This is an optimization exercise on Yosys and OpenROAD, whose aim is small area, a short achievable clock period and few clock cycles per item, not a production implementation.
RTL that was checked went through simulation tests only; none was proved equivalent to the original.
Function not checked in run 2: the RTL went through the layout flow alone.
Power and IR drop assume default switching activity. The flow treats the clock pin as an ideal source, which a real chip does not have.

$ cat flow/run.sh
#!/bin/bash
set -euo pipefail
export BUFFER_PORTS_ARGS="-buffer_cell sky130_fd_sc_hd__buf_2"
export CTS_ARGS="-sink_clustering_enable -repair_clock_nets -buf_list sky130_fd_sc_hd__clkbuf_16 -sink_clustering_size 32 -sink_clustering_max_diameter 80 -dont_use_dummy_load"
bash standard.sh > standard_flow.log 2>&1
$ cat standard.sh
#!/bin/bash
# synth_recipe.tcl (not shown) runs the flow's synth.tcl, then flattens the netlist and writes it again
# the make line also repeats each setting of config.mk as NAME=value (left out here)
make -C /OpenROAD-flow-scripts/flow DESIGN_CONFIG=/design/flow/config.mk WORK_HOME=/design/flow/orfs CLKGATE_MAP_FILE= SYNTH_SCRIPT=/design/flow/synth_recipe.tcl "${@:-finish}"
$ cat config.mk
export PLATFORM = sky130hd
export DESIGN_NAME = ofdm_frame_sched
export DESIGN_NICKNAME = ofdm_frame_sched
export VERILOG_FILES = /design/flow/design.v
export SDC_FILE = /design/flow/constraint.sdc
export NUM_CORES = 4
export LEC_CHECK = 0
export CAP_MARGIN = 20
export CORE_MARGIN = 2
export CORE_UTILIZATION = 50
export CTS_BUF_LIST = sky130_fd_sc_hd__clkbuf_16
export CTS_CLUSTER_DIAMETER = 60
export CTS_CLUSTER_SIZE = 30
export PLACE_DENSITY = 0.65
export SETUP_SLACK_MARGIN = 3.65
export SLEW_MARGIN = 20
$ cat constraint.sdc
create_clock -name core_clock -period 6.5 [get_ports {clk}]
set_input_delay 1.3000 -clock core_clock [delete_from_list [all_inputs] [get_ports {clk}]]
set_output_delay 1.3000 -clock core_clock [all_outputs]
set_load 0.01 [all_outputs]
$ cat design.v
module ofdm_frame_sched #(
    parameter int DW   = 8,
    parameter int NFFT = 128
) (
    input  logic          clk,
    input  logic          reset,
    input  logic          sym_valid,
    output logic          sym_ready,
    input  logic [DW-1:0] sym_i,
    input  logic [DW-1:0] sym_q,
    input  logic          sink_ready,
    output logic          sink_valid,
    output logic          sink_sop,
    output logic          sink_eop,
    output logic [DW-1:0] sink_real,
    output logic [DW-1:0] sink_imag,
    output logic          frame_done
);
    localparam int H  = NFFT / 2;
    localparam int AW = $clog2(H);
    localparam int KW = $clog2(NFFT);
    localparam logic [DW-1:0] MIN_VAL = {1'b1, {(DW-1){1'b0}}};
    localparam logic [DW-1:0] MAX_VAL = {1'b0, {(DW-1){1'b1}}};
    logic [2*DW-1:0] ring [H];
    logic [2*DW-1:0] din;
    assign din = {sym_i, sym_q};
    logic [AW-1:0] wpos;      
    logic [AW-1:0] wr_j;      
    logic          wf;        
    logic [KW-1:0] rd_k;      
    logic          rf;        
    logic [AW-1:0] rpos;      
    logic          ahead;
    logic          accept;
    logic          avail;
    logic          o_load, r_tap;
    assign ahead  = wf ^ rf;
    assign accept = sym_valid && sym_ready;
    assign avail  = ahead || (rd_k[AW-1:0] != wr_j);
    assign r_tap  = (rpos[2:0] == 3'd0);
    assign o_load = (!sink_valid || sink_ready) && (avail ? r_tap : accept);
    always_ff @(posedge clk) begin
        ring[0] <= ring[H-1];
        for (int p = 1; p < H; p++) begin
            if (p < 8 && p[0] && accept && wpos == AW'(p)) ring[p] <= din;
            else                                          ring[p] <= ring[p-1];
        end
    end
    logic [AW-1:0] wpos_n, wr_j_n, rpos_n;
    logic [KW-1:0] rd_k_n;
    logic          wf_n, rf_n, ahead_n;
    always_comb begin
        wr_j_n = accept ? wr_j + 1'b1 : wr_j;
        wf_n   = (accept && wr_j == AW'(H - 1)) ? ~wf : wf;
        if (accept) wpos_n = (wr_j[1:0] == 2'd3) ? wpos - AW'(6) : wpos + AW'(2);
        else        wpos_n = wpos + 1'b1;
        rd_k_n = o_load ? rd_k + 1'b1 : rd_k;
        rf_n   = (o_load && rd_k == KW'(NFFT - 1)) ? ~rf : rf;
        if (!o_load)              rpos_n = rpos + 1'b1;
        else if (!rd_k[KW-1])     rpos_n = (rd_k[1:0] == 2'd3) ? rpos - AW'(6) : rpos + AW'(2);
        else                      rpos_n = (rd_k[1:0] == 2'd0) ? rpos + AW'(8) : rpos;
        ahead_n = wf_n ^ rf_n;
    end
    always_ff @(posedge clk) begin
        if (reset) begin
            wpos      <= AW'(1);
            wr_j      <= '0;
            wf        <= 1'b0;
            rd_k      <= '0;
            rf        <= 1'b0;
            rpos      <= '0;
            sym_ready <= 1'b1;
        end else begin
            wpos      <= wpos_n;
            wr_j      <= wr_j_n;
            wf        <= wf_n;
            rd_k      <= rd_k_n;
            rf        <= rf_n;
            rpos      <= rpos_n;
            sym_ready <= (wpos_n[AW-1:3] == '0) && wpos_n[0] &&
                         (!ahead_n || (wr_j_n == '0 && rd_k_n[KW-1] && rd_k_n[KW-2:0] != '0));
        end
    end
    logic [2*DW-1:0] tap [H/8];
    logic [2*DW-1:0] smp;
    logic [DW-1:0]   si, sq, re_n, im_n;
    always_comb for (int e = 0; e < H/8; e++) tap[e] = ring[8*e];
    assign smp = avail ? tap[rpos[AW-1:3]] : din;
    assign si  = smp[2*DW-1:DW];
    assign sq  = smp[DW-1:0];
    always_comb begin
        re_n = si;
        im_n = sq;
        if (rd_k == '0) begin
            im_n = '0;
        end else if (rd_k == KW'(H)) begin
            re_n = sq;
            im_n = '0;
        end else if (rd_k[KW-1]) begin
            im_n = (sq == MIN_VAL) ? MAX_VAL : -sq;
        end
    end
    always_ff @(posedge clk) begin
        if (reset) begin
            sink_valid <= 1'b0;
        end else begin
            sink_valid <= o_load || (sink_valid && !sink_ready);
        end
    end
    always_ff @(posedge clk) begin
        if (o_load) begin
            sink_sop  <= (rd_k == '0);
            sink_eop  <= (rd_k == KW'(NFFT - 1));
            sink_real <= re_n;
            sink_imag <= im_n;
        end
    end
    assign frame_done = sink_valid && sink_ready && sink_eop;
endmodule
==> flow_summary_export.csv, run 1 <==
group,metric,value,unit
run_status,status,"complete, no violations",
synth,syn_inst,1549,
worst_setup_path,path_buf_inv,2,
global_route,track_usage,14.6,%
cts,cts_root_buffer,"clkbuf_16",
cts,cts_tree,"done",
global_route,antenna_found_initial,3,
sta,rsz0062_at_grt,"true",
floorplanning,core-area,0.0499,mm^2
power,intPower,9.22,mW
sta,setup_tns,0,ps
synth,postSynthAreaPerCell,16.2,um^2
power,switching_share,23.4,%
cts,clkTransAtPathRegs,110,ps
synth,synth_edf_count,18,
routing,wl,38600,um
sta,max_freq,339,MHz
placed_design,numPortBuffers,40,
cells_and_area,drive_gt1_share,15.6,%
worst_setup_path,crit_chain,"buf_6 > and3_4 > buf_6",
power,pwr-share-comb,10.8,%
global_route,grt_pass1_vias,10261,
sta,hold_viol,0,
sta,slew_viol_final,0,
worst_setup_path,worstPathArrival,1650,ps
synth,ys_seq_area_share,86.0,%
worst_setup_path,crit_required,5200,ps
routing,drt_iter0_drc,743,
power,powerDensity,435,mW/mm^2
sta,fin_worst_skew,74.8,ps
floorplanning,row_count,82,
routing,wl_per_cell,16.7,um
placed_design,gp_congestion,0.800,
synth,synth_cell_type_count,55,
worst_setup_path,worst-setup-path-type,"input port to output port",
worst_setup_path,end_kind,"output port",
worst_setup_path,cp_common_cell,"buf_6",
sta,whs,291,ps
sta,worst_pin_slew,607,ps
floorplanning,die_h,228,um
power,seqPwrFrac,65.4,%
worst_setup_path,crit_slowest_cell,"and3_4",
routing,drt_pass1_iterations,8,
synth,synth-async-reset-ratio,0,%
sta,fin_crit_sh,45.4,%
floorplanning,die_w,228,um
global_route,gr-total-overflow,0,
sta,setup_violations,0,
cells_and_area,fin_cells,2304,
cts,cts.path.max_buffers,3,
cts,cts.sinks,1071,
job,drv_cap,0,
synth,ys_seq_elements,1071,
synth,synth_area,0.0251,mm^2
placed_design,place_hpwl,23600,um
cells_and_area,syn_to_final_growth,10.1,%
floorplanning,die_area,0.0521,mm^2
power,p_leak,11.0,nW
synth,ys.flop_type,"dfxtp_1",
cells_and_area,layout_common_cells,"dfxtp_1 (1046), mux2_2 (82), nand2_1 (52)",
power,power_frac_clock,23.9,%
cells_and_area,final_common_cell,"dfxtp_1",
routing,vias_per_cell,4.59,
routing,ant_nets,0,
routing,vias,10575,
cts,cts-htree-levels,2,
floorplanning,ios,41,
sta,fin_crit,2950,ps
cells_and_area,num-nets-final,1672,
sta,slew_headroom,59.5,%
hold_path,hold_class,"flip-flop to flip-flop",
worst_setup_path,cp-start-kind,"input port",
worst_setup_path,cpPeakStageDelay,140,ps
power,vdd_drop_max,0.000211,V
cts,cts_buffers,40,
floorplanning,start_util,50.4,%
cts,cts-hold-fix-buffers,0,
power,p_sw,2.82,mW
synth,yosys_warnings,3,
global_route,grt_pass1_wl,58500,um
placed_design,dp.cells,2230,
synth,synth_nets,1589,
worst_setup_path,path_delay_family,"buffers and inverters",
worst_setup_path,crit_fanout,2,
cts,clkLatencyLatePin,610,ps
global_route,grt_max_degree,39,
routing,drt_drc_violations_left,0,
-- final timing paths --
kind | from | endpoint | slack (ps) | depth (start not counted)
max | sink_ready | frame_done | 3550 | 3
min | ring[33][2] | ring[34][2] | 290 | 0
max reg2reg | rpos[3] | sink_imag[3] | 3760 | 10
min reg2reg | ring[33][2] | ring[34][2] | 290 | 0
-- routing by layer --
metal	vias to the layer above	wire, um	GRT usage [%]	share of wire (%)
met3	66	1490	2.38	3.9
li1	5218	-	-	-
met1	5108	20200	22.2	52
met4	2	940	4.72	2.4
met2	181	15900	21.2	41
met5	-	16	0	0.041
-- repair_timing --
action / CTS / global route
pin swaps: 3 / 16
gates cloned: 0 / 3
setup endpoints to repair: 79 / 75
gates resized for setup: 25 / 40
buffers inserted: 7 / 22
-- cell families after synthesis --
group           Yosys count  synth area share [%]
buf+inv                  50                 0.871
mux                      99                  4.54
fa+ha+maj                20                 0.995
compound gates          108                  2.98
flops                  1071                  86.0
simple gates            157                  3.11
xor+xnor                 44                  1.53
-- power groups by stage --
stage / logic [mW] / clock network (mW) / registers [mW]
global route: 1.40 / 3.18 / 7.96
global placement: 1.03 / 0 / 7.99
detailed placement: 1.04 / 0 / 8.01
floorplan: 0.691 / 0 / 7.87
finish: 1.30 / 2.87 / 7.87
CTS: 1.12 / 2.96 / 7.88
-- stage by stage --
stage | power [mW] | util [%] | instance area (um^2) | setup slack (ps)
2_1_floorplan | 8.56 | - | 25200 | 3720
3_3_place_gp | 9.02 | 52.3 | 26100 | 2950
3_5_place_dp | 9.05 | 52.3 | 26100 | 2820
4_1_cts | 12.0 | 54.6 | 27200 | 3450
5_1_grt | 12.5 | 55.5 | 27700 | 3540
6_report | 12.0 | 55.5 | 27700 | 3550
-- registers in the layout, indices dropped and copies added, names as in the netlist, 6 cells and up --
name,cells
rd_k,7
ring,1024
rpos,6
sink_imag,8
sink_real,8
wpos,6
wr_j,6
-- Yosys cell counts (4+ instances only) --
library cell / count / area [um^2]
and3_1: 4 / 25.0
nor3_1: 11 / 55.1
a211oi_1: 5 / 37.5
nor2_1: 38 / 143
buf_1: 6 / 22.5
a31oi_1: 9 / 56.3
nand2_1: 53 / 199
ha_1: 20 / 250
nand4_1: 7 / 43.8
inv_1: 10 / 37.5
mux2i_1: 11 / 110
clkbuf_1: 21 / 78.8
nor2b_1: 6 / 37.5
o21ai_0: 23 / 115
xnor2_1: 26 / 228
xor2_1: 18 / 158
nand3_1: 15 / 75.1
a222oi_1: 20 / 200
dfxtp_1: 1053 / 21100
mux2_2: 82 / 923
edfxtp_1: 18 / 541
o2111ai_1: 4 / 35.0
a41oi_1: 4 / 35.0
a21oi_1: 23 / 115
a22o_1: 5 / 43.8
buf_2: 10 / 50.1
-- layout make-up --
| type | instances | area, um^2 |
|---|---|---|
| Inverter | 10 | 41.3 |
| Tap cell | 672 | 841 |
| Sequential cell | 1071 | 21600 |
| Timing Repair Buffer | 81 | 694 |
| Antenna cell | 2 | 5.00 |
| Multi-Input combinational cell | 428 | 3460 |
| Clock buffer | 40 | 1000 |
| Fill cell | 3963 | 22200 |
-- worst register-to-register path, stage by stage, from the launching register on --
cell      delay [ps]
dfxtp_4          420
inv_1             80
ha_1             230
buf_8            190
a222oi_1         580
nor2_1           160
o22ai_2          170
inv_1            100
mux2i_4          250
nand4_4          200
a21oi_2          190
Testbench counts, summed over its fixed seeds: cycles 16,392, frames 128.
==> run 2: changes to the inputs <==
--- a/design.v
+++ b/design.v
@@ -34,9 +34,10 @@
     logic          accept;
-    logic          avail;
-    logic          o_load, r_tap;
+    logic          avail;     
+    logic          tap_ok;    
+    logic          byp_ok;    
+    logic [3:0]    wen;       
+    logic          o_load;
     assign ahead  = wf ^ rf;
     assign accept = sym_valid && sym_ready;
-    assign avail  = ahead || (rd_k[AW-1:0] != wr_j);
-    assign r_tap  = (rpos[2:0] == 3'd0);
-    assign o_load = (!sink_valid || sink_ready) && (avail ? r_tap : accept);
+    assign o_load = (!sink_valid || sink_ready) && (tap_ok || (byp_ok && sym_valid));
     always_ff @(posedge clk) begin
@@ -44,3 +45,3 @@
         for (int p = 1; p < H; p++) begin
-            if (p < 8 && p[0] && accept && wpos == AW'(p)) ring[p] <= din;
+            if (p < 8 && p[0] && sym_valid && wen[p/2]) ring[p] <= din;
             else                                          ring[p] <= ring[p-1];
@@ -63,2 +64,8 @@
     end
+    logic sym_ready_n, avail_n;
+    always_comb begin
+        sym_ready_n = (wpos_n[AW-1:3] == '0) && wpos_n[0] &&
+                      (!ahead_n || (wr_j_n == '0 && rd_k_n[KW-1] && rd_k_n[KW-2:0] != '0));
+        avail_n     = ahead_n || (rd_k_n[AW-1:0] != wr_j_n);
+    end
     always_ff @(posedge clk) begin
@@ -72,2 +79,6 @@
             sym_ready <= 1'b1;
+            wen       <= 4'b0001;
+            avail     <= 1'b0;
+            tap_ok    <= 1'b0;
+            byp_ok    <= 1'b1;
         end else begin
@@ -79,4 +90,8 @@
             rpos      <= rpos_n;
-            sym_ready <= (wpos_n[AW-1:3] == '0) && wpos_n[0] &&
-                         (!ahead_n || (wr_j_n == '0 && rd_k_n[KW-1] && rd_k_n[KW-2:0] != '0));
+            sym_ready <= sym_ready_n;
+            for (int i = 0; i < 4; i++)
+                wen[i] <= sym_ready_n && (wpos_n[2:0] == 3'(2*i+1));
+            avail     <= avail_n;
+            tap_ok    <= avail_n && (rpos_n[2:0] == 3'd0);
+            byp_ok    <= !avail_n && sym_ready_n;
         end
==> run 2 against run 1 <==
Compared with the run above:
- non-clock buffer count shrank 2
- worst hold slack gained 17 ps
- fmax shrank 7.4%
==> flow_summary_export.csv, run 2 <==
group,metric,value,unit
run_status,status,"complete, no violations",
synth,ys.flop_type,"dfxtp_1",
worst_setup_path,crit_required,6830,ps
routing,wl,39600,um
cells_and_area,top_regs,"ring x1024, sink_imag x8, sink_real x8",
floorplanning,row_count,82,
global_route,grt_pass1_vias,10656,
worst_setup_path,reg2reg_from,"rpos[4]",
cts,clkLatencyLatePin,600,ps
routing,wl_per_cell,17.0,um
synth,syn_inst,1569,
worst_setup_path,cp-start-kind,"flip-flop",
synth,synth_nets,1607,
hold_path,hold_class,"flip-flop to flip-flop",
sta,fin_crit_sh,49.0,%
synth,synth_cell_type_count,56,
power,p_leak,11.1,nW
synth,postSynthAreaPerCell,16.1,um^2
worst_setup_path,crit_fanout,6,
placed_design,gp_congestion,0.831,
sta,setup_tns,0,ps
cells_and_area,syn_to_final_growth,9.89,%
worst_setup_path,crit_path_end,"sink_imag[7]",
job,drv_cap,0,
power,powerDensity,411,mW/mm^2
cells_and_area,fill_cells,3943,
synth,synth_edf_count,18,
routing,drt_iter0_drc,688,
floorplanning,die_w,229,um
sta,max_freq,314,MHz
global_route,antenna_found_initial,1,
synth,ys_seq_elements,1078,
sta,fin_worst_skew,72.9,ps
placed_design,dp.cells,2250,
worst_setup_path,startpoint,"rpos[4]",
worst_setup_path,regToRegSetupSlack,3310,ps
cts,cts-htree-levels,2,
sta,slew_viol_final,0,
cells_and_area,largest_reg_flops,1024,
placed_design,numPortBuffers,40,
floorplanning,start_util,50.6,%
synth,yosys_warnings,59,
worst_setup_path,end_kind,"flip-flop",
routing,vias_per_cell,4.63,
synth,synth_area,0.0253,mm^2
worst_setup_path,r2r_end,"sink_imag[7]",
power,vdd_drop_max,0.000314,V
synth,ys_seq_area_share,86.1,%
cells_and_area,fin_area,0.0278,mm^2
global_route,track_usage,15.2,%
cts,clkTransAtPathRegs,120,ps
sta,setup_violations,0,
floorplanning,core-area,0.0500,mm^2
cells_and_area,drive_gt1_share,16.1,%
synth,synth-async-reset-ratio,0,%
global_route,grt_max_degree,33,
synth,synth_top_area_share,84.0,%
cells_and_area,layout_common_cells,"dfxtp_1 (1057), mux2_2 (91), nand2_1 (52)",
sta,worst_pin_slew,1170,ps
cts,cts_buffers,40,
global_route,gr-total-overflow,0,
cts,cts.path.max_buffers,3,
floorplanning,ios,41,
sta,fin_crit,3190,ps
sta,hold_viol,0,
synth,synthTopCellsByArea,"dfxtp_1 (84%), mux2_2 (4.1%), edfxtp_1 (2.1%), ha_1 (0.89%), xnor2_1 (0.83%)",
cts,cts-hold-fix-buffers,0,
cells_and_area,fin_cells,2324,
placed_design,place_hpwl,24000,um
synth,yosysMostFrequentCell,"dfxtp_1",
cts,cts.sinks,1078,
routing,drt_pass1_iterations,7,
routing,vias,10771,
cts,cts_root_buffer,"clkbuf_16",
sta,slew_headroom,21.8,%
routing,drt_drc_violations_left,0,
worst_setup_path,worstRegToRegCells,11,
global_route,grt_pass1_wl,61200,um
cells_and_area,final_common_cell,"dfxtp_1",
worst_setup_path,worst-setup-path-type,"flip-flop to flip-flop",
cells_and_area,num-nets-final,1691,
synth,yosysTopAreaCell,"dfxtp_1",
placed_design,placed_area,0.0262,mm^2
worst_setup_path,worstPathArrival,3520,ps
floorplanning,die_h,229,um
synth,synthTopCellsByCount,"dfxtp_1 (1060), mux2_2 (92), nand2_1 (54)",
floorplanning,die_area,0.0523,mm^2
cells_and_area,regMostFlops,"ring",
cts,cts_tree,"done",
sta,rsz0062_at_grt,"true",
routing,ant_nets,0,
-- run 2: cell count changes after synthesis, moves of 6 or more --
cell      previous run  this run
a31oi_1              9        20
mux2i_1             11         0
mux2_2              82        92
buf_2               10         1
clkbuf_1            21        29
dfxtp_1           1053      1060
a222oi_1            20        14
nand4_1              7        13
o211ai_1             2         8
o21ai_0             23        17
-- run 2: metrics by stage --
| stage | hold slack [ps] | util (%) | total power [mW] | setup WS [ps] |
|---|---|---|---|---|
| 6_report | 309 | 55.6 | 11.4 | 3310 |
| 5_1_grt | 315 | 55.6 | 11.9 | 3210 |
| 4_1_cts | 309 | 55.2 | 11.5 | 3330 |
| 3_5_place_dp | 312 | 52.5 | 8.47 | 2390 |
| 3_3_place_gp | 310 | 52.5 | 8.43 | 2470 |
| 2_1_floorplan | 310 | - | 8.11 | 3010 |
-- run 2: worst min-delay path by stage --
| stage | start | to | slack, ps | cells past startpoint |
|---|---|---|---|---|
| floorplan | ring[63][0] | ring[0][0] | 310 | 0 |
| global placement | ring[25][3] | ring[26][3] | 310 | 0 |
| detailed placement | ring[33][9] | ring[34][9] | 310 | 0 |
| CTS | ring[54][0] | ring[55][0] | 310 | 0 |
| global route | ring[54][0] | ring[55][0] | 320 | 0 |
| finish | ring[54][0] | ring[55][0] | 310 | 0 |
-- run 2: timing repair --
| item | in CTS | in global routing |
|---|---|---|
| endpoints found under the hold margin | 0 | 0 |
| setup buffers | 25 | 6 |
| setup endpoints to repair | 23 | 16 |
| resized for setup | 33 | 25 |
| cloned | 2 | 0 |
| pin swaps | 10 | 13 |
-- run 2: logic make-up (layout without fill, tap and decap cells) --
kind of cell               after synthesis  count (layout)  share of synthesized area [%]
DFF                                   1078            1078                           86.1
and+or+nand+nor                        161             162                           3.01
buffers and inverters                   53             134                          0.882
xor gates and xnor gates                41              41                           1.48
AOI/OAI and AO/OA                      126             126                           3.50
other                                    0               1                              0
muxes                                   92              92                           4.10
adders and majority gates               18              18                          0.892
-- run 2: worst max-delay path, cell delays in order (launching register included) --
cell     delay, ps
dfxtp_4        410
inv_4           50
ha_4           170
buf_12         120
or3_4          410
buf_4          160
o21ai_1        120
a31oi_1         70
a21oi_2        270
or4b_4         520
o311a_1        360
mux2_4         260
-- run 2: final cells by class --
type	count	area, um^2	share of cell area, %
Sequential cell	1078	21800	78.4
Multi-Input combinational cell	439	3510	12.7
Clock buffer	40	1000	3.61
Tap cell	672	841	3.03
Timing Repair Buffer	79	563	2.03
Inverter	15	65.1	0.234
Antenna cell	1	2.50	0.00901
-- run 2: per-layer routing --
| metal | part of all wire [%] | GRT usage [%] | vias to the layer above |
|---|---|---|---|
| li1 | - | - | 5310 |
| met4 | 3.3 | 5.97 | 0 |
| met5 | 0 | 0 | - |
| met3 | 4.2 | 2.66 | 75 |
| met2 | 42 | 22.5 | 206 |
| met1 | 51 | 22.3 | 5180 |
-- run 2: report_power, final --
part / leakage (nW) / switching [mW] / internal [mW]
clock: 0.493 / 1.77 / 1.12
sequential: 8.86 / 0.254 / 7.25
combinational: 1.71 / 0.584 / 0.442
total: 11.1 / 2.61 / 8.81
==> run 3: changes to the inputs <==
--- a/design.v
+++ b/design.v
@@ -38,2 +38,3 @@
     logic [3:0]    wen;       
+    logic [H/8-1:0] tsel;     
     logic          o_load;
@@ -83,2 +84,3 @@
             byp_ok    <= 1'b1;
+            tsel      <= '0;
         end else begin
@@ -96,11 +98,24 @@
             byp_ok    <= !avail_n && sym_ready_n;
+            for (int e = 0; e < H/8; e++)
+                tsel[e] <= avail_n && (rpos_n[AW-1:3] == (AW-3)'(e));
         end
     end
-    logic [2*DW-1:0] tap [H/8];
     logic [2*DW-1:0] smp;
-    logic [DW-1:0]   si, sq, re_n, im_n;
-    always_comb for (int e = 0; e < H/8; e++) tap[e] = ring[8*e];
-    assign smp = avail ? tap[rpos[AW-1:3]] : din;
+    logic [DW-1:0]   si, sq, re_n, im_n, nq;
+    always_comb begin
+        smp = avail ? '0 : din;
+        for (int e = 0; e < H/8; e++)
+            smp = smp | ({(2*DW){tsel[e]}} & ring[8*e]);
+    end
     assign si  = smp[2*DW-1:DW];
     assign sq  = smp[DW-1:0];
+    always_comb begin
+        logic seen;
+        seen = 1'b0;
+        for (int i = 0; i < DW; i++) begin
+            nq[i] = sq[i] ^ seen;
+            seen  = seen | sq[i];
+        end
+        if (sq == MIN_VAL) nq = MAX_VAL;
+    end
     always_comb begin
@@ -114,3 +129,3 @@
         end else if (rd_k[KW-1]) begin
-            im_n = (sq == MIN_VAL) ? MAX_VAL : -sq;
+            im_n = nq;
         end
--- a/config.mk
+++ b/config.mk
@@ -9,3 +9,3 @@
 export CORE_MARGIN = 2
-export CORE_UTILIZATION = 50
+export CORE_UTILIZATION = 60
 export CTS_BUF_LIST = sky130_fd_sc_hd__clkbuf_16
@@ -13,3 +13,3 @@
 export CTS_CLUSTER_SIZE = 30
-export PLACE_DENSITY = 0.65
+export PLACE_DENSITY = 0.75
 export SETUP_SLACK_MARGIN = 3.65
==> run 3 against run 2 <==
Compared with the run above:
- sequential power is essentially flat
- design area shrank 1.6%
- cell count shrank 8.1%
- still clean on timing, DRC and antenna
- synthesized cell count shrank 2.5%
- worst hold slack lost 1.6 ps
- highest routed layer is now met5
- clock skew shrank 34 ps
- fmax grew 8.5%
- non-clock buffer count shrank 18
- critical endpoint is now frame_done
==> flow_summary_export.csv, run 3 <==
group,metric,value,unit
cells_and_area,drive_gt1_share,11.7,%
power,p_leak,10.9,nW
cells_and_area,fill_cells,2831,
sta,max_freq,340,MHz
worst_setup_path,crit_slowest_cell,"and3_4",
synth,synth_edf_count,18,
worst_setup_path,cpPeakStageDelay,140,ps
cells_and_area,regMostFlops,"ring",
routing,ant_nets,0,
floorplanning,die_w,209,um
power,powerDensity,403,mW/mm^2
floorplanning,core-area,0.0417,mm^2
routing,drt_drc_violations_left,0,
placed_design,dp.cells,2085,
cells_and_area,num-nets-final,1635,
synth,syn_inst,1530,
cts,clkTransAtPathRegs,110,ps
synth,synthTopCellsByArea,"dfxtp_1 (85%), edfxtp_1 (2.1%), mux2_2 (1.9%), mux2_1 (0.98%), xnor2_1 (0.94%)",
synth,synthTopCellsByCount,"dfxtp_1 (1068), nor2_1 (45), mux2_2 (42)",
power,p_total,11.0,mW
synth,yosys_warnings,58,
sta,fin_worst_skew,38.9,ps
sta,worst_pin_slew,712,ps
synth,synth_cell_type_count,55,
floorplanning,die_h,209,um
cts,cts_buffers,40,
sta,rsz0062_at_grt,"true",
worst_setup_path,crit_required,5200,ps
placed_design,place_hpwl,23300,um
cells_and_area,fin_cells,2136,
worst_setup_path,cp-start-kind,"input port",
hold_path,hold_class,"flip-flop to flip-flop",
sta,slew_headroom,52.5,%
routing,vias,10430,
sta,fin_crit_sh,45.2,%
cts,cts.sinks,1086,
global_route,antenna_found_initial,3,
cts,clkLatencyLatePin,600,ps
floorplanning,row_count,75,
cells_and_area,final_common_cell,"dfxtp_1",
synth,synth_top_area_share,85.0,%
cts,cts.path.max_buffers,3,
synth,yosysMostFrequentCell,"dfxtp_1",
sta,setup_violations,0,
synth,postSynthAreaPerCell,16.4,um^2
sta,slew_viol_final,0,
synth,ys_seq_elements,1086,
routing,drt_pass1_iterations,5,
worst_setup_path,crit_fanout,2,
sta,fin_crit,2940,ps
placed_design,numPortBuffers,40,
routing,vias_per_cell,4.88,
routing,drt_iter0_drc,696,
synth,synth_area,0.0252,mm^2
routing,wl_per_cell,18.3,um
synth,ys.flop_type,"dfxtp_1",
sta,setup_tns,0,ps
cells_and_area,fin_area,0.0273,mm^2
cts,cts_tree,"done",
placed_design,placed_area,0.0260,mm^2
global_route,track_usage,18.1,%
floorplanning,start_util,60.4,%
global_route,grt_pass1_vias,10388,
worst_setup_path,cp_common_cell,"buf_6",
cells_and_area,syn_to_final_growth,8.56,%
synth,yosysTopAreaCell,"dfxtp_1",
synth,synth_nets,1568,
floorplanning,ios,41,
placed_design,gp_congestion,0.846,
cts,cts-htree-levels,2,
cells_and_area,final_core_util,65.5,%
synth,ys_seq_area_share,87.2,%
worst_setup_path,worst-setup-path-type,"input port to output port",
routing,wl,39100,um
sta,hold_viol,0,
worst_setup_path,worstPathArrival,1640,ps
floorplanning,die_area,0.0436,mm^2
worst_setup_path,crit_chain,"buf_6 > and3_4 > buf_6",
power,vdd_drop_max,0.000277,V
synth,synth-async-reset-ratio,0,%
global_route,gr-total-overflow,0,
cts,cts_root_buffer,"clkbuf_16",
worst_setup_path,end_kind,"output port",
cells_and_area,layout_common_cells,"dfxtp_1 (1061), nor2_1 (45), mux2_2 (42)",
worst_setup_path,path_buf_inv,2,
worst_setup_path,path_delay_family,"buffers and inverters",
job,drv_cap,0,
cells_and_area,largest_reg_flops,1024,
global_route,grt_max_degree,34,
global_route,grt_pass1_wl,59900,um
run_status,status,"complete, no violations",
## run 3: cell count changes after synthesis, sizes merged, moves of 5 or more
cell / change
a221oi: +12
a22o: +8
a22oi: +17
a31oi: -15
dfxtp: +8
mux2: -28
mux2i: +9
nand2: -26
nand3: +15
nand4: -6
o21ai: -12
xor2: -5
## run 3: routing by layer
layer  global-route usage, %  part of all wire, %  vias up
li1                        -                    -     5176
met1                    26.0                   49     5034
met2                    27.7                   44      163
met3                    3.53                  4.1       55
met4                    6.23                  2.8        2
met5                       0                0.033        -
## run 3: timing repair
item | CTS | global route
setup endpoints to repair | 14 | 20
cloned | 0 | 0
resized for setup | 40 | 10
setup buffers | 5 | 4
hold buffers | 0 | 0
pin swaps | 10 | 8
## run 3: worst paths after layout
path / startpoint / to / slack (ps) / depth (start not counted)
worst max-delay path: sink_ready / frame_done / 3560 / 3
worst min-delay path: ring[49][3] / ring[50][3] / 310 / 0
worst max register to register: tsel[7] / sink_imag[6] / 3610 / 12
worst min register to register: ring[49][3] / ring[50][3] / 310 / 0
## run 3: logic make-up (layout without fill, tap and decap cells)
family	Yosys count	after routing	share of synthesized area [%]
other	0	2	0
and+or+nand+nor	148	148	2.97
buffers and inverters	48	113	0.771
xor gates and xnor gates	38	38	1.32
adders and majority gates	18	18	0.895
AOI/OAI and AO/OA	119	119	3.66
muxes	73	73	3.22
DFF	1086	1086	87.2
## run 3: power by group
part | leakage, nW | total [mW] | internal, mW | switching (mW)
clock | 0.493 | 2.90 | 1.12 | 1.78
sequential | 8.93 | 7.50 | 7.27 | 0.236
combinational | 1.51 | 0.590 | 0.239 | 0.351
## run 3: area by class of cell
type / instances / area (um^2) / area share (%)
antenna: 2 / 5.00 / 0.0183
clock buffer: 40 / 1000 / 3.67
inverter: 12 / 50.0 / 0.183
multi-input combinational: 396 / 3240 / 11.9
sequential: 1086 / 21900 / 80.3
tap: 539 / 674 / 2.47
timing repair buffer: 61 / 405 / 1.48
## run 3: per-stage QoR
stage               hold slack [ps]  worst slack (ps)
global placement                310              2910
floorplan                       310              3260
finish                          307              3560
global route                    308              3500
detailed placement              312              2840
CTS                             306              3560
Testbench counts of run 3, summed over its fixed seeds: cycles 16,392, frames 128.
==> run 4: changes to the inputs <==
--- a/config.mk
+++ b/config.mk
@@ -9,3 +9,3 @@
 export CORE_MARGIN = 2
-export CORE_UTILIZATION = 60
+export CORE_UTILIZATION = 50
 export CTS_BUF_LIST = sky130_fd_sc_hd__clkbuf_16
@@ -13,4 +13,4 @@
 export CTS_CLUSTER_SIZE = 30
-export PLACE_DENSITY = 0.75
-export SETUP_SLACK_MARGIN = 3.65
+export PLACE_DENSITY = 0.65
+export SETUP_SLACK_MARGIN = 3.6
 export SLEW_MARGIN = 20
==> run 4 against run 3 <==
Compared with the run above:
- first-iteration DRC count fell by 17%
- sequential share of layout area fell by 0.36 points
- clock power barely moved
- power barely moved
- synthesized cell count did not move
- fmax barely moved
- wire length fell by 1.8%
- core utilization fell by 11 points
- global-route usage fell by 3.5 points
- design area rose by 0.44%
- combinational power fell by 7.3%
- cell count rose by 6.0%
- critical endpoint unchanged
==> flow_summary_export.csv, run 4 <==
group,metric,value,unit
worst_setup_path,crit_chain,"buf_6 > and3_4 > buf_6",
cts,cts.sinks,1086,
cells_and_area,drive_gt1_share,11.3,%
synth,synth_area,0.0252,mm^2
sta,fin_crit,2940,ps
cts,cts_root_buffer,"clkbuf_16",
synth,yosysTopAreaCell,"dfxtp_1",
synth,synthTopCellsByArea,"dfxtp_1 (85%), edfxtp_1 (2.1%), mux2_2 (1.9%), mux2_1 (0.98%), xnor2_1 (0.94%)",
synth,synth_edf_count,18,
synth,ys_seq_area_share,87.2,%
sta,setup_tns,0,ps
cells_and_area,layout_common_cells,"dfxtp_1 (1061), nor2_1 (45), mux2_2 (42)",
sta,hold_viol,0,
synth,postSynthAreaPerCell,16.4,um^2
routing,drt_iter0_drc,576,
worst_setup_path,path_buf_inv,2,
worst_setup_path,cp-start-kind,"input port",
power,p_leak,10.9,nW
power,vdd_drop_max,0.000226,V
synth,ys.flop_type,"dfxtp_1",
global_route,gr-total-overflow,0,
cts,cts_tree,"done",
run_status,status,"complete, no violations",
cts,cts-hold-fix-buffers,0,
global_route,grt_pass1_vias,10078,
sta,whs,271,ps
sta,fin_worst_skew,52.8,ps
sta,slew_headroom,49.6,%
sta,rsz0062_at_grt,"true",
worst_setup_path,worst-setup-path-type,"input port to output port",
synth,ys_seq_elements,1086,
placed_design,numPortBuffers,40,
synth,synth-async-reset-ratio,0,%
job,drv_cap,0,
global_route,antenna_found_initial,5,
cells_and_area,num-nets-final,1631,
sta,fin_crit_sh,45.3,%
worst_setup_path,cpPeakStageDelay,140,ps
sta,setup_violations,0,
global_route,track_usage,14.6,%
worst_setup_path,crit_slowest_cell,"and3_4",
floorplanning,start_util,50.4,%
global_route,grt_pass1_wl,58100,um
worst_setup_path,path_delay_family,"buffers and inverters",
cells_and_area,syn_to_final_growth,9.04,%
placed_design,dp.cells,2216,
routing,ant_nets,0,
hold_path,hold_class,"flip-flop to flip-flop",
routing,vias_per_cell,4.59,
worst_setup_path,worstPathArrival,1640,ps
floorplanning,die_w,228,um
cells_and_area,fin_cells,2265,
synth,synth_top_area_share,85.0,%
synth,synth_nets,1568,
floorplanning,core-area,0.0499,mm^2
power,powerDensity,401,mW/mm^2
placed_design,gp_congestion,0.769,
sta,worst_pin_slew,754,ps
routing,drt_drc_violations_left,0,
floorplanning,row_count,82,
synth,yosysMostFrequentCell,"dfxtp_1",
sta,layout_setup_ws,3560,ps
sta,max_freq,340,MHz
routing,wl,38400,um
routing,wl_per_cell,16.9,um
cts,cts.path.max_buffers,3,
worst_setup_path,end_kind,"output port",
worst_setup_path,worstRegToRegCells,12,
cells_and_area,final_common_cell,"dfxtp_1",
hold_path,hold_depth,0,
cts,clkLatencyLatePin,570,ps
synth,synthTopCellsByCount,"dfxtp_1 (1068), nor2_1 (45), mux2_2 (42)",
worst_setup_path,crit_required,5200,ps
placed_design,dp_slack,2810,ps
power,p_total,11.0,mW
global_route,grt_max_degree,34,
synth,synth_cell_type_count,55,
worst_setup_path,cp.depth,3,
worst_setup_path,cp_common_cell,"buf_6",
floorplanning,ios,41,
cts,cts-htree-levels,2,
sta,slew_viol_final,0,
synth,yosys_warnings,58,
cts,cts_buffers,41,
routing,drt_pass1_iterations,5,
routing,vias,10390,
cells_and_area,regMostFlops,"ring",
synth,syn_inst,1530,
worst_setup_path,crit_fanout,2,
cells_and_area,largest_reg_flops,1024,
cts,clkTransAtPathRegs,110,ps
floorplanning,die_area,0.0521,mm^2
placed_design,place_hpwl,23900,um
floorplanning,die_h,228,um
## run 4: cell counts after synthesis
Identical to the previous run, type by type.
## run 4: cell families (layout without fill, tap and decap cells)
logic type	after synthesis	in the layout	share of synthesized area, %
AOI/OAI and AO/OA	119	119	3.66
buffers and inverters	48	109	0.771
muxes	73	73	3.22
other	0	2	0
and+or+nand+nor	148	148	2.97
DFF	1086	1086	87.2
xor gates and xnor gates	38	38	1.32
adders and majority gates	18	18	0.895
## run 4: worst register-to-register path: stages (launching register included)
cell	delay, ps
dfxtp_4	470
a222oi_1	350
nand3_1	180
a221oi_4	310
ha_1	260
ha_2	210
ha_4	140
ha_4	130
ha_4	130
ha_4	120
nor2b_2	40
xnor2_1	110
and3b_1	170
## run 4: timing repair
item | CTS | global route
gates resized for setup | 15 | 27
pin swaps | 2 | 6
buffers inserted | 3 | 3
hold endpoints to repair | 0 | 0
setup endpoints to repair | 14 | 17
## run 4: final timing paths
check                    from      endpoint  slack (ps)
hold reg to reg   ring[27][0]   ring[28][0]         270
setup reg to reg      tsel[1]  sink_imag[7]        3670
hold / removal    ring[27][0]   ring[28][0]         270
setup / recovery   sink_ready    frame_done        3560
## run 4: per-layer routing
metal | wire length (um) | up-vias | GRT usage, % | part of all wire (%)
met3 | 1680 | 60 | 3.21 | 4.4
li1 | - | 5161 | - | -
met4 | 1020 | 4 | 4.64 | 2.7
met1 | 19100 | 5011 | 20.8 | 50
met5 | 24 | - | 0 | 0.063
met2 | 16500 | 154 | 22.2 | 43
## run 4: cell type report
cell class                      instances  area [um^2]
Antenna cell                            2         5.00
Clock buffer                           41         1030
Fill cell                            3988        22400
Inverter                               12         57.6
Multi-Input combinational cell        396         3230
Sequential cell                      1086        21900
Tap cell                              672          841
Timing Repair Buffer                   56          339
## run 4: stage by stage
stage / util, % / instance area, um^2
final: 55.0 / 27400
after global routing: 55.0 / 27400
after CTS: 54.7 / 27300
after detailed placement: 52.4 / 26100
after global placement: 52.4 / 26100
after floorplan: - / 25200
## run 4: power breakdown
group / internal, mW / leakage, nW / switching (mW) / total (mW)
combinational: 0.233 / 1.47 / 0.314 / 0.547
clock: 1.14 / 0.505 / 1.77 / 2.92
sequential: 7.27 / 8.93 / 0.263 / 7.53
total: 8.65 / 10.9 / 2.35 / 11.0
==> run 5: changes to the inputs <==
--- a/config.mk
+++ b/config.mk
@@ -14,3 +14,3 @@
 export PLACE_DENSITY = 0.65
-export SETUP_SLACK_MARGIN = 3.6
+export SETUP_SLACK_MARGIN = 3.75
 export SLEW_MARGIN = 20
==> run 5 against run 4 <==
Compared with the run above:
- still clean on timing, DRC and antenna
- core utilization rose by 0.22 points
- synthesized cell count unchanged
- cell count is 0.18% higher
- largest cell class unchanged
- highest routed layer unchanged
==> flow_summary_export.csv, run 5 <==
group,metric,value,unit
global_route,top_usage_layer,"met2",
routing,wl,37800,um
power,p_total,11.0,mW
global_route,grt_max_degree,34,
routing,wl_per_cell,16.7,um
hold_path,hold_class,"flip-flop to flip-flop",
synth,synth_top_area_share,85.0,%
synth,ys.flop_type,"dfxtp_1",
floorplanning,start_util,50.4,%
worst_setup_path,worst-setup-path-type,"input port to output port",
job,drv_cap,0,
routing,drt_pass1_iterations,4,
placed_design,dp.cells,2216,
placed_design,place_hpwl,23300,um
global_route,gr-total-overflow,0,
synth,synth_area,0.0252,mm^2
cells_and_area,final_common_cell,"dfxtp_1",
sta,max_freq,338,MHz
synth,ys_seq_elements,1086,
floorplanning,die_w,228,um
cells_and_area,layout_common_cells,"dfxtp_1 (1061), nor2_1 (45), mux2_2 (42)",
global_route,grt_pass1_vias,10328,
cts,cts_root_buffer,"clkbuf_16",
cells_and_area,regMostFlops,"ring",
cts,cts.path.max_buffers,3,
sta,fin_worst_skew,36.6,ps
floorplanning,row_count,82,
sta,slew_viol_final,0,
placed_design,numPortBuffers,40,
cts,cts.sinks,1086,
placed_design,dp_slack,2810,ps
global_route,grt_use_met1,20.8,%
floorplanning,die_h,228,um
sta,setup_violations,0,
cts,clkLatencyLatePin,570,ps
sta,hold_viol,0,
routing,drt_iter0_drc,547,
synth,synth_cell_type_count,55,
worst_setup_path,end_kind,"output port",
synth,synth_edf_count,18,
synth,synth-async-reset-ratio,0,%
floorplanning,die_area,0.0521,mm^2
synth,yosysMostFrequentCell,"dfxtp_1",
sta,fin_crit,2960,ps
placed_design,gp_congestion,0.755,
power,vdd_drop_max,0.000234,V
cells_and_area,drive_gt1_share,12.0,%
worst_setup_path,cp-start-kind,"input port",
global_route,use_met2,22.6,%
cells_and_area,syn_to_final_growth,9.47,%
cells_and_area,largest_reg_flops,1024,
synth,ys_seq_area_share,87.2,%
synth,syn_inst,1530,
sta,whs,287,ps
sta,fin_crit_sh,45.5,%
global_route,grtUsageMet3,3.27,%
cts,cts_tree,"done",
routing,ant_nets,0,
global_route,grt_pass1_wl,58800,um
cts,cts_buffers,40,
run_status,status,"complete, no violations",
sta,layout_setup_ws,3540,ps
worst_setup_path,crit_required,5200,ps
cts,cts-htree-levels,2,
sta,rsz0062_at_grt,"true",
worst_setup_path,worstPathArrival,1660,ps
sta,slew_headroom,58.3,%
cts,clkTransAtPathRegs,100,ps
floorplanning,ios,41,
routing,vias_per_cell,4.61,
sta,worst_pin_slew,625,ps
cts,cts-hold-fix-buffers,0,
synth,synthTopCellsByCount,"dfxtp_1 (1068), nor2_1 (45), mux2_2 (42)",
synth,synth_nets,1568,
synth,yosysTopAreaCell,"dfxtp_1",
synth,postSynthAreaPerCell,16.4,um^2
global_route,track_usage,14.6,%
worst_setup_path,crit_fanout,2,
sta,setup_tns,0,ps
floorplanning,core-area,0.0499,mm^2
routing,drt_drc_violations_left,0,
routing,vias,10460,
cells_and_area,fin_cells,2269,
power,powerDensity,399,mW/mm^2
synth,synthTopCellsByArea,"dfxtp_1 (85%), edfxtp_1 (2.1%), mux2_2 (1.9%), mux2_1 (0.98%), xnor2_1 (0.94%)",
global_route,antenna_found_initial,2,
synth,yosys_warnings,58,
power,p_leak,10.9,nW
cells_and_area,num-nets-final,1636,
[run 5: per-layer routing]
metal / part of all wire (%) / wire length, um
met3: 4.0 / 1500
met1: 50 / 19100
met2: 43 / 16400
met5: 0.071 / 27
met4: 2.4 / 895
[run 5: cells by family after synthesis]
logic type	after synthesis	synth area share, %
compound gates	119	3.66
simple gates	148	2.97
xor+xnor	38	1.32
fa+ha+maj	18	0.895
flops	1086	87.2
mux	73	3.22
buf+inv	48	0.771
[run 5: layout make-up]
class                   count  area, um^2
fillers                  3992       22300
flip-flops and latches   1086       21900
multi-input cells         396        3300
clock buffers              40        1000
well taps                 672         841
repair buffers             62         402
inverters                  12        57.6
diodes                      1        2.50
[run 5: power breakdown]
part	switching (mW)	internal, mW
logic	0.328	0.248
clock network	1.77	1.12
registers	0.257	7.27
total	2.35	8.63
[run 5: critical path: stages]
cell and delay (ps):
buf_6 90, and3_4 160, buf_6 110
[run 5: path summary, 6_finish.rpt]
kind         slack (ps)        start            to  cells after the start
max                3540   sink_ready    frame_done                      3
min                 290  ring[53][9]   ring[54][9]                      0
max reg2reg        3660      tsel[1]  sink_imag[7]                     12
min reg2reg         290  ring[53][9]   ring[54][9]                      0
[run 5: through the flow]
step | cell area (um^2) | util (%)
detailed placement | 26200 | 52.5
global route | 27500 | 55.2
finish | 27500 | 55.2
CTS | 27300 | 54.8
floorplan | 25200 | -
global placement | 26200 | 52.5
[run 5: repair_timing]
action	CTS	global route
hold endpoints to repair	0	0
endpoints found under the setup margin	15	25
pin swaps	6	12
gates resized for setup	29	26
setup buffers	4	8
==> run 6: changes to the inputs <==
--- a/config.mk
+++ b/config.mk
@@ -14,3 +14,3 @@
 export PLACE_DENSITY = 0.65
-export SETUP_SLACK_MARGIN = 3.75
+export SETUP_SLACK_MARGIN = 3.65
 export SLEW_MARGIN = 20
==> run 6 against run 5 <==
Compared with the run above:
- core utilization down 0.11 points
- still clean
- critical path type unchanged
- non-clock buffer count up 1
- critical path depth unchanged
- power up 0.30%
- setup slack better by 22 ps
- largest cell class unchanged
- sequential cell count unchanged
- worst hold slack better by 6.8 ps
- fmax up 0.75%
==> flow_summary_export.csv, run 6 <==
group,metric,value,unit
synth,syn_inst,1530,
hold_path,hold_class,"flip-flop to flip-flop",
global_route,grtUsageMet3,2.52,%
placed_design,numPortBuffers,40,
floorplanning,start_util,50.4,%
worst_setup_path,end_kind,"output port",
cts,cts_tree,"done",
sta,fin_crit_sh,45.2,%
global_route,grt_pass1_wl,59400,um
cts,cts_root_buffer,"clkbuf_16",
cells_and_area,layout_common_cells,"dfxtp_1 (1064), nor2_1 (45), mux2_2 (42)",
power,powerDensity,401,mW/mm^2
cells_and_area,fill_cells,3948,
cells_and_area,regMostFlops,"ring",
cts,clkLatencyLatePin,590,ps
synth,synth_nets,1568,
cells_and_area,final_common_cell,"dfxtp_1",
cts,cts-htree-levels,2,
global_route,grt_use_met1,21.2,%
synth,synth-async-reset-ratio,0,%
job,drv_cap,0,
global_route,grt_pass1_vias,10293,
routing,vias,10330,
power,vdd_drop_max,0.000167,V
synth,synthMuxAreaShare,3.22,%
synth,synth_cell_type_count,55,
global_route,grt_max_degree,34,
sta,fin_crit,2940,ps
sta,max_freq,340,MHz
global_route,track_usage,14.9,%
sta,setup_tns,0,ps
synth,ys.flop_type,"dfxtp_1",
worst_setup_path,crit_slowest_cell,"and3_4",
synth,yosysTopAreaCell,"dfxtp_1",
synth,synth_adder_area_share,0.895,%
floorplanning,core-area,0.0499,mm^2
cts,cts.sinks,1086,
synth,synth_top_family_by_area,"compound AO/OA/AOI/OAI gates",
synth,yosysMostFrequentCell,"dfxtp_1",
routing,wl,38600,um
worst_setup_path,crit_chain,"buf_6 > and3_4 > buf_6",
synth,synthTopCellsByCount,"dfxtp_1 (1068), nor2_1 (45), mux2_2 (42)",
worst_setup_path,crit_required,5200,ps
global_route,use_met2,23.1,%
routing,vias_per_cell,4.55,
synth,synth_top_area_share,85.0,%
worst_setup_path,cp_common_cell,"buf_6",
cells_and_area,num-nets-final,1638,
cells_and_area,syn_to_final_growth,9.25,%
routing,wl_per_cell,17.0,um
synth,synth-compound-area-share,3.66,%
floorplanning,die_w,228,um
routing,drt_pass1_iterations,5,
global_route,top_usage_layer,"met2",
synth,yosys_warnings,58,
cts,cts_buffers,41,
sta,hold_viol,0,
routing,ant_nets,0,
synth,postSynthAreaPerCell,16.4,um^2
floorplanning,die_h,228,um
sta,rsz0062_at_grt,"true",
worst_setup_path,worstPathArrival,1640,ps
cells_and_area,drive_gt1_share,11.5,%
synth,synth_edf_count,18,
floorplanning,row_count,82,
power,p_leak,10.9,nW
run_status,status,"complete, no violations",
sta,whs,293,ps
cts,cts.path.max_buffers,3,
worst_setup_path,worst-setup-path-type,"input port to output port",
synth,yosys.area_share.simple,2.97,%
worst_setup_path,crit_fanout,2,
sta,slew_headroom,55.8,%
global_route,gr-total-overflow,0,
sta,setup_violations,0,
routing,drt_drc_violations_left,0,
worst_setup_path,cp-start-kind,"input port",
floorplanning,die_area,0.0521,mm^2
floorplanning,ios,41,
global_route,antenna_found_initial,3,
sta,fin_worst_skew,44.5,ps
synth,ys_seq_elements,1086,
placed_design,place_hpwl,23300,um
routing,drt_iter0_drc,636,
synth,synth_area,0.0252,mm^2
synth,ys_seq_area_share,87.2,%
sta,worst_pin_slew,663,ps
worst_setup_path,cpPeakStageDelay,130,ps
cells_and_area,largest_reg_flops,1024,
cts,clkTransAtPathRegs,110,ps
sta,slew_viol_final,0,
synth,synth_xor_area_share,1.32,%
placed_design,gp_congestion,0.809,
synth,synthTopCellsByArea,"dfxtp_1 (85%), edfxtp_1 (2.1%), mux2_2 (1.9%), mux2_1 (0.98%), xnor2_1 (0.94%)",
-- run 6: cell counts after synthesis --
Identical to the previous run, type by type.
-- run 6: where the power goes --
group	total [mW]	switching (mW)	internal [mW]
combinational	0.582	0.341	0.241
clock	2.92	1.78	1.14
sequential	7.51	0.245	7.27
-- run 6: what timing repair did --
item	in CTS	in global routing
cloned	0	0
resized for setup	27	12
pin swaps	5	10
buffers inserted	3	7
endpoints found under the setup margin	14	22
hold buffers	0	0
-- run 6: path summary, 6_finish.rpt --
| path | slack, ps | cells past startpoint | startpoint | end |
|---|---|---|---|---|
| hold / removal | 290 | 0 | ring[33][2] | ring[34][2] |
| setup / recovery | 3560 | 3 | sink_ready | frame_done |
| hold reg to reg | 290 | 0 | ring[33][2] | ring[34][2] |
| setup reg to reg | 3640 | 12 | tsel[7] | sink_imag[7] |
-- run 6: kinds of logic after synthesis --
group	after synthesis
AO/OA/AOI/OAI	119
buffers and inverters	48
adder cells (fa/ha/maj)	18
XOR/XNOR	38
flip-flops	1086
AND/OR/NAND/NOR	148
multiplexers	73
-- run 6: area by class of cell --
class	count	area [um^2]	share of cell area, %
Timing Repair Buffer	63	392	1.43
Inverter	12	57.6	0.209
Sequential cell	1086	21900	79.8
Clock buffer	41	1030	3.73
Tap cell	672	841	3.06
Multi-Input combinational cell	396	3230	11.8
Antenna cell	1	2.50	0.00911
-- run 6: layer usage --
metal / share of wire [%] / wire (um)
met5: 0.078 / 30
met4: 2.8 / 1070
met3: 3.3 / 1290
met2: 43 / 16700
met1: 50 / 19500
-- run 6: through the flow --
stage          setup WS (ps)  std cells  cell area (um^2)  power, mW  utilization (%)
4_1_cts                 3560       2263             27400       11.1             54.9
5_1_grt                 3550       2271             27500       11.4             55.1
6_report                3560       2271             27500       11.0             55.1
3_5_place_dp            2810       2219             26200       8.18             52.5
2_1_floorplan           3260       1530             25200       7.89                -
3_3_place_gp            2860       2219             26200       8.15             52.5
-- run 6: critical path, delay by kind of cell --
family,cells,cell delay [ps]
buffers and inverters,2,200
and+or+nand+nor,1,130
==> run 7: changes to the inputs <==
==> flow/run.sh (replaced) <==
#!/bin/bash
set -euo pipefail
export BUFFER_PORTS_ARGS="-buffer_cell sky130_fd_sc_hd__buf_2"
export CTS_ARGS="-sink_clustering_enable -repair_clock_nets -buf_list sky130_fd_sc_hd__clkbuf_16 -sink_clustering_size 30 -sink_clustering_max_diameter 60 -dont_use_dummy_load"
bash standard.sh > standard_flow.log 2>&1
==> run 7 against run 6 <==
Compared with the run above:
- critical path depth stayed put
- clock skew up 13 ps
- design area increased by 0.67%
- count of clock-buffer cells in the layout rose by 7
- sequential power is essentially flat
- area after synthesis stayed put
- wire length is 0.98% higher
- via count grew 1.3%
- power grew 2.0%
==> flow_summary_export.csv, run 7 <==
group,metric,value,unit
synth,ys.flop_type,"dfxtp_1",
synth,synthTopCellsByCount,"dfxtp_1 (1068), nor2_1 (45), mux2_2 (42)",
worst_setup_path,r2r_end,"sink_imag[7]",
hold_path,hold_class,"flip-flop to flip-flop",
routing,vias,10466,
synth,ys_seq_area_share,87.2,%
worst_setup_path,regToRegSetupSlack,3700,ps
job,drv_cap,0,
cts,clkLatencyLatePin,600,ps
hold_path,holdPathEnd,"ring[43][9]",
routing,drt_drc_violations_left,0,
power,pwr-share-comb,5.1,%
global_route,track_usage,15.0,%
routing,ant_nets,0,
floorplanning,die_w,228,um
sta,max_freq,340,MHz
sta,setup_tns,0,ps
cts,cts_buffers,48,
synth,synth_edf_count,18,
sta,whs,262,ps
global_route,grt_pass1_wl,59800,um
sta,fin_crit_sh,45.2,%
worst_setup_path,cpPeakStageDelay,140,ps
worst_setup_path,worst-setup-path-type,"input port to output port",
worst_setup_path,end_kind,"output port",
worst_setup_path,worstPathArrival,1640,ps
worst_setup_path,crit_fanout,2,
synth,synth_cell_type_count,55,
cells_and_area,drive_gt1_share,12.0,%
run_status,status,"complete, no violations",
floorplanning,start_util,50.4,%
power,switching_share,21.4,%
global_route,antenna_found_initial,4,
synth,synthTopCellsByArea,"dfxtp_1 (85%), edfxtp_1 (2.1%), mux2_2 (1.9%), mux2_1 (0.98%), xnor2_1 (0.94%)",
synth,synth_nets,1568,
worst_setup_path,cp_common_cell,"buf_6",
placed_design,place_hpwl,23300,um
sta,slew_headroom,55.8,%
cells_and_area,final_core_util,55.5,%
global_route,grt_pass1_vias,10349,
worst_setup_path,cp-start-kind,"input port",
routing,vias_per_cell,4.59,
sta,hold_viol,0,
worst_setup_path,crit_required,5200,ps
cts,cts.path.max_buffers,3,
sta,fin_worst_skew,57.3,ps
power,vdd_drop_max,0.000187,V
cts,cts-htree-levels,2,
worst_setup_path,crit_chain,"buf_6 > and3_4 > buf_6",
synth,postSynthAreaPerCell,16.4,um^2
synth,syn_inst,1530,
cts,cts_root_buffer,"clkbuf_16",
synth,synth-async-reset-ratio,0,%
synth,yosysTopAreaCell,"dfxtp_1",
placed_design,gp_congestion,0.809,
floorplanning,die_h,228,um
routing,wl,39000,um
floorplanning,core-area,0.0499,mm^2
floorplanning,die_area,0.0521,mm^2
power,seqPwrFrac,66.9,%
synth,yosysMostFrequentCell,"dfxtp_1",
synth,synth_top_area_share,85.0,%
global_route,grt_max_degree,34,
routing,drt_iter0_drc,642,
sta,rsz0062_at_grt,"true",
sta,setup_violations,0,
synth,synth_area,0.0252,mm^2
cells_and_area,largest_reg_flops,1024,
synth,yosys_warnings,58,
worst_setup_path,crit_slowest_cell,"and3_4",
power,p_sw,2.40,mW
power,p_leak,11.0,nW
cells_and_area,layout_common_cells,"dfxtp_1 (1064), clkbuf_16 (48), nor2_1 (45)",
cts,cts_tree,"done",
power,powerDensity,406,mW/mm^2
hold_path,hp-start,"ring[42][9]",
placed_design,numPortBuffers,40,
synth,ys_seq_elements,1086,
worst_setup_path,reg2reg_from,"tsel[7]",
sta,worst_pin_slew,663,ps
worst_setup_path,path_buf_inv,2,
power,power_frac_clock,27.9,%
floorplanning,row_count,82,
sta,slew_viol_final,0,
cts,cts.sinks,1086,
routing,wl_per_cell,17.1,um
cts,clkTransAtPathRegs,100,ps
cells_and_area,regMostFlops,"ring",
worst_setup_path,cp.depth,3,
worst_setup_path,path_delay_family,"buffers and inverters",
hold_path,hold_depth,0,
worst_setup_path,worstRegToRegCells,12,
cells_and_area,syn_to_final_growth,9.99,%
cells_and_area,final_common_cell,"dfxtp_1",
cells_and_area,num-nets-final,1645,
sta,fin_crit,2940,ps
floorplanning,ios,41,
global_route,gr-total-overflow,0,
cts,cts-hold-fix-buffers,0,
cells_and_area,fill_cells,3929,
power,intPower,8.83,mW
routing,drt_pass1_iterations,5,
[run 7: changes by cell type in the layout (fill, tap and decap cells not counted)]
| cell | change |
|---|---|
| nand2_4 | -1 |
| clkbuf_16 | +7 |
| o21ai_2 | +1 |
| nand2_2 | +1 |
| buf_8 | +1 |
| o21ai_1 | -1 |
| buf_6 | -1 |
| nor2b_4 | +1 |
| nor2b_1 | -1 |
[run 7: how the worst max path moves through the flow]
stage                         to  slack [ps]  startpoint
floorplan           sink_imag[7]        3260    sym_q[2]
CTS                   frame_done        3560  sink_ready
finish                frame_done        3560  sink_ready
global route          frame_done        3550  sink_ready
global placement    sink_imag[7]        2860    sym_q[1]
detailed placement  sink_imag[7]        2810    sym_q[1]
[run 7: metal layers]
metal / GRT usage (%) / vias up / part of all wire [%]
met5: 0 / - / 0.064
met4: 4.74 / 4 / 2.3
met3: 2.63 / 60 / 3.8
met2: 23.6 / 151 / 45
met1: 21.1 / 5063 / 49
li1: - / 5188 / -
[run 7: power by group through the flow]
stage                     Sequential (mW)  Combinational (mW)  Clock [mW]
final                                7.52               0.579        3.14
after global routing                 7.58               0.632        3.46
after CTS                            7.53               0.535        3.23
after detailed placement             7.66               0.514           0
after global placement               7.65               0.502           0
after floorplan                      7.54               0.353           0
[run 7: cell families after synthesis]
kind of cell,count (synthesis),synth area share [%]
AO/OA/AOI/OAI,119,3.66
XOR/XNOR,38,1.32
adder cells (fa/ha/maj),18,0.895
buffers and inverters,48,0.771
flip-flops,1086,87.2
multiplexers,73,3.22
AND/OR/NAND/NOR,148,2.97
[run 7: what timing repair did]
item / 4_1_cts / 5_1_grt
endpoints found under the setup margin: 14 / 22
resized for setup: 14 / 29
pin swaps: 2 / 12
buffers inserted: 3 / 7
cloned: 0 / 0
[run 7: area by class of cell]
type / count / area (um^2) / area share [%]
antenna: 1 / 2.50 / 0.00905
tap: 672 / 841 / 3.04
sequential: 1086 / 21900 / 79.3
multi-input combinational: 396 / 3240 / 11.7
inverter: 12 / 57.6 / 0.208
timing repair buffer: 63 / 395 / 1.43
clock buffer: 48 / 1200 / 4.34
[run 7: stage by stage]
stage / cell area, um^2 / cells / worst slack [ps] / total power, mW
2_1_floorplan: 25200 / 1530 / 3260 / 7.89
3_3_place_gp: 26200 / 2219 / 2860 / 8.15
5_1_grt: 27700 / 2278 / 3550 / 11.7
6_report: 27700 / 2278 / 3560 / 11.2
4_1_cts: 27500 / 2270 / 3560 / 11.3
3_5_place_dp: 26200 / 2219 / 2810 / 8.18
==> run 8: changes to the inputs <==
==> flow/run.sh (replaced) <==
#!/bin/bash
set -euo pipefail
export BUFFER_PORTS_ARGS="-buffer_cell sky130_fd_sc_hd__buf_2"
export CTS_ARGS="-sink_clustering_enable -repair_clock_nets -buf_list sky130_fd_sc_hd__clkbuf_16 -sink_clustering_size 32 -sink_clustering_max_diameter 100 -dont_use_dummy_load"
bash standard.sh > standard_flow.log 2>&1
==> run 8 against run 7 <==
Compared with the run above:
- still clean
- die area unchanged
- worst hold slack improved by 62 ps
- sequential cell count unchanged
- fmax about the same
- count of clock-buffer cells in the layout decreased by 9
- non-clock buffer count decreased by 3
- largest power group unchanged
- highest routed layer unchanged
==> flow_summary_export.csv, run 8 <==
group,metric,value,unit
sta,setup_violations,0,
floorplanning,start_util,50.4,%
sta,setup_tns,0,ps
power,switching_share,21.6,%
sta,worst_pin_slew,673,ps
synth,synth_nets,1568,
placed_design,placed_area,0.0262,mm^2
global_route,grt_pass1_vias,10249,
floorplanning,ios,41,
cells_and_area,fin_cells,2266,
routing,vias_per_cell,4.58,
cells_and_area,layout_common_cells,"dfxtp_1 (1063), nor2_1 (45), mux2_2 (42)",
power,power_frac_clock,26.2,%
power,pwr-share-comb,5.2,%
cts,cts_tree,"done",
floorplanning,die_w,228,um
sta,whs,325,ps
power,p_leak,10.9,nW
worst_setup_path,crit_slowest_cell,"and3_4",
placed_design,gp_congestion,0.809,
power,seqPwrFrac,68.6,%
synth,synthTopCellsByCount,"dfxtp_1 (1068), nor2_1 (45), mux2_2 (42)",
worst_setup_path,path_delay_family,"buffers and inverters",
routing,wl,38900,um
synth,yosysTopAreaCell,"dfxtp_1",
power,p_total,11.0,mW
synth,synth_area,0.0252,mm^2
synth,synth_cell_type_count,55,
power,vdd_drop_max,0.000211,V
power,intPower,8.60,mW
synth,postSynthAreaPerCell,16.4,um^2
cts,cts.sinks,1086,
placed_design,dp.cells,2219,
synth,yosys_warnings,58,
cells_and_area,final_core_util,55.0,%
global_route,grt_max_degree,34,
cells_and_area,syn_to_final_growth,8.93,%
sta,rsz0062_at_grt,"true",
synth,yosysMostFrequentCell,"dfxtp_1",
sta,slew_headroom,55.1,%
placed_design,numPortBuffers,40,
run_status,status,"complete, no violations",
routing,drt_iter0_drc,689,
synth,synth_top_area_share,85.0,%
worst_setup_path,crit_chain,"buf_6 > and3_4 > buf_6",
sta,max_freq,340,MHz
floorplanning,die_area,0.0521,mm^2
placed_design,place_hpwl,23300,um
synth,ys_seq_area_share,87.2,%
global_route,grt_pass1_wl,59600,um
routing,ant_nets,0,
routing,vias,10367,
worst_setup_path,worstPathArrival,1640,ps
routing,drt_pass1_iterations,7,
worst_setup_path,path_buf_inv,2,
cts,clkTransAtPathRegs,120,ps
cts,cts_buffers,39,
hold_path,hold_class,"flip-flop to flip-flop",
worst_setup_path,worst-setup-path-type,"input port to output port",
worst_setup_path,crit_required,5200,ps
cells_and_area,num-nets-final,1633,
cells_and_area,fin_area,0.0274,mm^2
sta,layout_setup_ws,3560,ps
cts,cts.path.max_buffers,3,
cts,cts-hold-fix-buffers,0,
global_route,antenna_found_initial,3,
cells_and_area,drive_gt1_share,11.3,%
floorplanning,die_h,228,um
sta,fin_crit_sh,45.2,%
global_route,gr-total-overflow,0,
worst_setup_path,cp-start-kind,"input port",
job,drv_cap,0,
worst_setup_path,cp_common_cell,"buf_6",
cts,clkLatencyLatePin,590,ps
worst_setup_path,end_kind,"output port",
cells_and_area,largest_reg_flops,1024,
sta,fin_worst_skew,21.0,ps
global_route,track_usage,14.9,%
routing,wl_per_cell,17.1,um
synth,synth_edf_count,18,
cts,cts_root_buffer,"clkbuf_16",
floorplanning,row_count,82,
cells_and_area,fill_cells,3950,
power,p_sw,2.37,mW
synth,ys_seq_elements,1086,
floorplanning,core-area,0.0499,mm^2
worst_setup_path,cpPeakStageDelay,130,ps
sta,fin_crit,2940,ps
worst_setup_path,crit_fanout,2,
cells_and_area,final_common_cell,"dfxtp_1",
power,powerDensity,400,mW/mm^2
synth,synthTopCellsByArea,"dfxtp_1 (85%), edfxtp_1 (2.1%), mux2_2 (1.9%), mux2_1 (0.98%), xnor2_1 (0.94%)",
placed_design,dp_slack,2810,ps
sta,slew_viol_final,0,
cells_and_area,regMostFlops,"ring",
sta,hold_viol,0,
synth,synth-async-reset-ratio,0,%
cts,cts-htree-levels,2,
routing,drt_drc_violations_left,0,
synth,ys.flop_type,"dfxtp_1",
synth,syn_inst,1530,
run 8: cell count changes in the layout (fill, tap and decap cells not counted), sizes merged:
| cell | previous run | this run |
|---|---|---|
| clkbuf | 48 | 39 |
| inv | 11 | 12 |
| buf | 63 | 60 |
| clkinv | 1 | 0 |
run 8: worst reg2reg max path: cells and delay by family (launching register included):
family | cells | cell delay (ps)
AO/OA/AOI/OAI | 2 | 600
XOR/XNOR | 1 | 120
adder cells (fa/ha/maj) | 6 | 980
flip-flops | 1 | 480
AND/OR/NAND/NOR | 3 | 400
run 8: area by class of cell:
cell class              count  area, um^2  share of cell area [%]
multi-input cells         396        3220                    11.8
well taps                 672         841                    3.07
inverters                  12        52.6                   0.192
flip-flops and latches   1086       21900                    80.0
diodes                      1        2.50                 0.00913
repair buffers             60         373                    1.36
clock buffers              39         976                    3.56
run 8: repair_timing:
action / in CTS / in global routing
endpoints found under the setup margin: 14 / 22
cloned: 0 / 0
buffers inserted: 3 / 4
hold endpoints to repair: 0 / 0
gates resized for setup: 16 / 25
pin swaps: 2 / 10
run 8: path summary, 6_finish.rpt:
kind	from	slack [ps]	to	cells after the start
hold / removal	ring[37][0]	320	ring[38][0]	0
setup / recovery	sink_ready	3560	frame_done	3
hold reg to reg	ring[37][0]	320	ring[38][0]	0
setup reg to reg	tsel[7]	3690	sink_imag[7]	12
run 8: power groups by stage:
stage / Sequential [mW] / Clock, mW / Combinational (mW)
after floorplan: 7.54 / 0 / 0.353
after global placement: 7.65 / 0 / 0.502
after detailed placement: 7.66 / 0 / 0.514
after CTS: 7.53 / 2.95 / 0.537
after global routing: 7.58 / 3.18 / 0.624
final: 7.52 / 2.87 / 0.570
run 8: metal layers:
layer | wire length (um) | track usage, % | vias to the layer above
li1 | - | - | 5159
met2 | 17200 | 23.4 | 113
met1 | 19300 | 21.2 | 5036
met4 | 831 | 4.21 | 4
met5 | 23 | 0 | -
met3 | 1490 | 3.11 | 55
run 8: cell families (layout without fill, tap and decap cells):
family / Yosys count / count (layout) / synth area share (%)
AND/OR/NAND/NOR: 148 / 148 / 2.97
buffers and inverters: 48 / 111 / 0.771
adder cells (fa/ha/maj): 18 / 18 / 0.895
AO/OA/AOI/OAI: 119 / 119 / 3.66
XOR/XNOR: 38 / 38 / 1.32
flip-flops: 1086 / 1086 / 87.2
multiplexers: 73 / 73 / 3.22
other: 0 / 1 / 0

## what the ideal ports hide
Ports are ideal in the flow. The routed layouts listed here were re-timed in OpenROAD.
Step 1: set_driving_cell puts a clkbuf_16 on clk and a buf_2 on each other input, an assumption about the parent block.
Step 2 moves the port delays by t, midway between the first and last clock arrival at a register: inputs arrive t later, outputs are due t later. That takes back most of the time a late clock gives input paths.
a / b / c = ideal ports / drivers / drivers and shift; a / b = the first two.
run	t (ns)	setup slack, ns	hold slack, ns	slew at the worst register clock pin (ns)
run 1	0.629	3.548 / 3.513 / 3.212	0.291 / 0.291 / 0.291	0.11 / 0.11
run 2	0.625	3.312 / 3.312 / 3.049	0.309 / 0.309 / 0.309	0.12 / 0.12
run 3	0.631	3.561 / 3.530 / 2.985	0.307 / 0.307 / 0.307	0.12 / 0.12
run 4	0.617	3.558 / 3.526 / 2.997	0.271 / 0.271 / 0.271	0.12 / 0.12
run 5	0.621	3.540 / 3.506 / 3.052	0.287 / 0.287 / 0.287	0.11 / 0.11
run 6	0.619	3.562 / 3.528 / 3.043	0.293 / 0.293 / 0.293	0.11 / 0.11
run 7	0.629	3.560 / 3.527 / 3.026	0.262 / 0.262 / 0.262	0.10 / 0.10
run 8	0.639	3.562 / 3.528 / 3.030	0.325 / 0.325 / 0.325	0.12 / 0.12
After both steps every run listed still meets setup and hold. For run 3, which loses most, drivers alone change the setup slack by -0.031 ns; drivers and shift together by -0.576 ns.
